This is an optimization exercise on Yosys and OpenROAD, whose aim is small area, a short achievable clock period and few clock cycles per item, not a production implementation. Function was checked by simulation only, so behaviour that the tests miss may differ from the original.

the previous run:
Design yuv_to_rgb_top, start of the top module:
module yuv_to_rgb_top (
	input  logic                Clock_50,
	input  logic                Resetn,
	input  logic                start,
	input  csc_pkg::sram_word_t sram_read_data,
	output csc_pkg::sram_req_t  sram_req,
	output logic                done
);
==> flow/config.mk <==
export PLATFORM = sky130hd
export DESIGN_NAME = yuv_to_rgb_top
export DESIGN_NICKNAME = yuv_to_rgb_top
export VERILOG_FILES = /design/flow/design.v
export SDC_FILE = /design/flow/constraint.sdc
export NUM_CORES = 4
export LEC_CHECK = 0
export ABC_AREA = 1
export CAP_MARGIN = 20
export CORE_MARGIN = 2
export CORE_UTILIZATION = 40
export SLEW_MARGIN = 20
==> flow/constraint.sdc <==
create_clock -name core_clock -period 15.0 [get_ports {Clock_50}]
set_input_delay 3.0000 -clock core_clock [delete_from_list [all_inputs] [get_ports {Clock_50}]]
set_output_delay 3.0000 -clock core_clock [all_outputs]
set_load 0.01 [all_outputs]
standard.sh (not shown) runs the stock make flow with config.mk's settings and CLKGATE_MAP_FILE= SYNTH_SCRIPT=/design/flow/synth_recipe.tcl, a recipe that flattens the netlist after the stock synthesis.
==> flow/flow/run.sh <==
#!/bin/bash
# The standard layout, with the port buffers that global placement inserts
# made of buf_4 cells instead of the default choice.
set -euo pipefail
bash standard.sh synth > synth.log 2>&1
BUFFER_PORTS_ARGS="-buffer_cell sky130_fd_sc_hd__buf_4" bash standard.sh finish > layout.log 2>&1
Testbench counts of the previous run, summed over its fixed seeds: cycles 39,408, rows 48.
Input-level comparison between the current run and the previous run:
--- a/flow/design.v
+++ b/flow/design.v
@@ -38,25 +38,25 @@
 logic [7:0] k;
 logic [4:0] ph;
 logic [7:0] hold_b;
 logic [7:0] hold_g;
 logic [17:0] addr_q;
 logic [15:0] wd_q;
-logic we_q;
+logic we_n_q;
 logic [17:0] nxt_addr;
 logic nxt_we_n;
 logic [7:0] kp1;
 logic [6:0] cw;
 logic [8:0] k3;
 logic k_ge7;
 logic tail;
 logic virt;
 logic k_nz;
 logic k_end;
 logic idle;
-assign req = {addr_q, wd_q, !we_q};
+assign req = {addr_q, wd_q, we_n_q};
 assign idle = !pro && !run;
 assign tail = (k >= 8'd155) && (k <= 8'd160);
 assign virt = (k == 8'd255);
 assign k_nz = (k != 8'd0);
 assign k_end = (k == 8'd160);
 assign k_ge7 = (k >= 8'd7);
@@ -114,15 +114,15 @@
 end
 always_ff @(posedge Clock_50 or negedge Resetn) begin
 	if (!Resetn) begin
 		pro <= 1'b0;
 		run <= 1'b0;
 		done <= 1'b0;
-		we_q <= 1'b0;
+		we_n_q <= 1'b1;
 	end else begin
-		we_q <= !nxt_we_n;
+		we_n_q <= nxt_we_n;
 		if (idle) begin
 			if (start) begin
 				pro <= 1'b1;
 				done <= 1'b0;
 			end
 		end else if (pro) begin
@@ -170,12 +170,13 @@
 	input  logic                vh_cap,
 	input  logic                y_cap,
 	input  logic                uo_cap,
 	input  logic [4:0]          phase,
 	output csc_pkg::sample_t    y,
 	output csc_pkg::sample_t    u,
+	output csc_pkg::sample_t    v,
 	output csc_pkg::sample_t    c
 );
 logic [11:0][7:0] w;
 logic [15:0] uh;
 logic [7:0] vh;
 logic [15:0] yh;
@@ -219,13 +220,19 @@
 	sum_m <= {1'b0, w[9]} + {1'b0, w[3]};
 	sum_i <= {1'b0, w[7]} + {1'b0, w[5]};
 	s0_q <= s0;
 	s1_q <= s1;
 	c8_q <= c8;
 	if (uo_cap) uoh <= fir;
-	u <= phase[2] ? w[9] : uoh;
+	if (phase[2]) begin
+		u <= w[9];
+		v <= w[8];
+	end else begin
+		u <= uoh;
+		v <= fir;
+	end
 	if (phase[1] || phase[2]) begin
 		y <= yh[15:8];
 		c <= w[8];
 	end else begin
 		y <= yh[7:0];
 		c <= phase[3] ? fir : uoh;
@@ -418,12 +425,13 @@
 endmodule
 `timescale 1ns/1ps
 module colour_matrix (
 	input  logic              Clock_50,
 	input  csc_pkg::sample_t  y,
 	input  csc_pkg::sample_t  u,
+	input  csc_pkg::sample_t  v,
 	input  csc_pkg::sample_t  c,
 	input  logic              sr,
 	input  logic              sb,
 	output csc_pkg::channel_t x,
 	output csc_pkg::channel_t g
 );
@@ -458,13 +466,13 @@
 	.x_g  (x_g),
 	.x_p  (x_p)
 );
 pixel_g_a u_g (
 	.y    (y),
 	.u    (u),
-	.v    (c),
+	.v    (v),
 	.g_h0 (g_h0),
 	.g_h1 (g_h1),
 	.g_c8 (g_c8),
 	.g_g  (g_g),
 	.g_p  (g_p)
 );
@@ -1061,12 +1069,13 @@
 logic uo_cap;
 logic [4:0] phase;
 logic sr;
 logic sb;
 csc_pkg::sample_t y;
 csc_pkg::sample_t u;
+csc_pkg::sample_t v;
 csc_pkg::sample_t c;
 csc_pkg::channel_t x;
 csc_pkg::channel_t g;
 assign sram_req = req;
 sram_sequencer u_sequencer (
 	.Clock_50 (Clock_50),
@@ -1095,18 +1104,20 @@
 	.vh_cap         (vh_cap),
 	.y_cap          (y_cap),
 	.uo_cap         (uo_cap),
 	.phase          (phase),
 	.y              (y),
 	.u              (u),
+	.v              (v),
 	.c              (c)
 );
 colour_matrix u_matrix (
 	.Clock_50 (Clock_50),
 	.y        (y),
 	.u        (u),
+	.v        (v),
 	.c        (c),
 	.sr       (sr),
 	.sb       (sb),
 	.x        (x),
 	.g        (g)
 );
--- outcome ---
Clock network area share (lower): the previous run. Compared with the previous run, the current run shows a actual slew at the worst max-slew pin that is 0.019 ns higher. Compared to the previous run, the current run has share of synthesized cell area in full adder, half adder and majority cells 0.52 points lower. The current run -> the previous run: critical path depth delta 0, exact match. When the current run is measured against the previous run, its setup slack turns out 0.042 ns lower. The current run vs the previous run: number of distinct library cell variants in the gate-level netlist after synthesis down slightly. Compared the current run against the previous run; global-route total usage across every layer within noise. In the current run, the area growth from synthesis to final layout came out 0.29 points above the value in the previous run. Cell area: the current run > the previous run. Delta (the current run minus the previous run): number of tap cells inserted saw an increase; area of all sequential standard cells now larger; total number of vias increased 2.1%. Changes observed in the current run relative to the previous run: complex-gate fraction of the synthesized area saw little to no change; count of antenna-violating nets left after detailed routing has remained practically unchanged.
Testbench counts of the current run, summed over its fixed seeds: cycles 39,408, rows 48.

==> static timing again, ports no longer ideal <==
No port has a modelled driver above. Below, the same layouts with a new extraction and two added sets of constraints. Step 1 assumes that a clkbuf_16 drives the clock port and a buf_2 every other input. Step 2 times the ports against the registers' clock, not the clock port: input delays grow and output delays shrink by t, the midpoint of the rising clock arrivals with the driver on. Three values: no drivers, after step 1, after step 2; two values: the first two.
run	shift t [ns]	setup WS [ns]	latest minus earliest clock arrival (ns)
the previous run	0.601	10.872 / 10.820 / 11.223	0.033 / 0.032
the current run	0.603	10.830 / 10.777 / 11.162	0.019 / 0.020
After both steps every run listed still meets setup and hold.
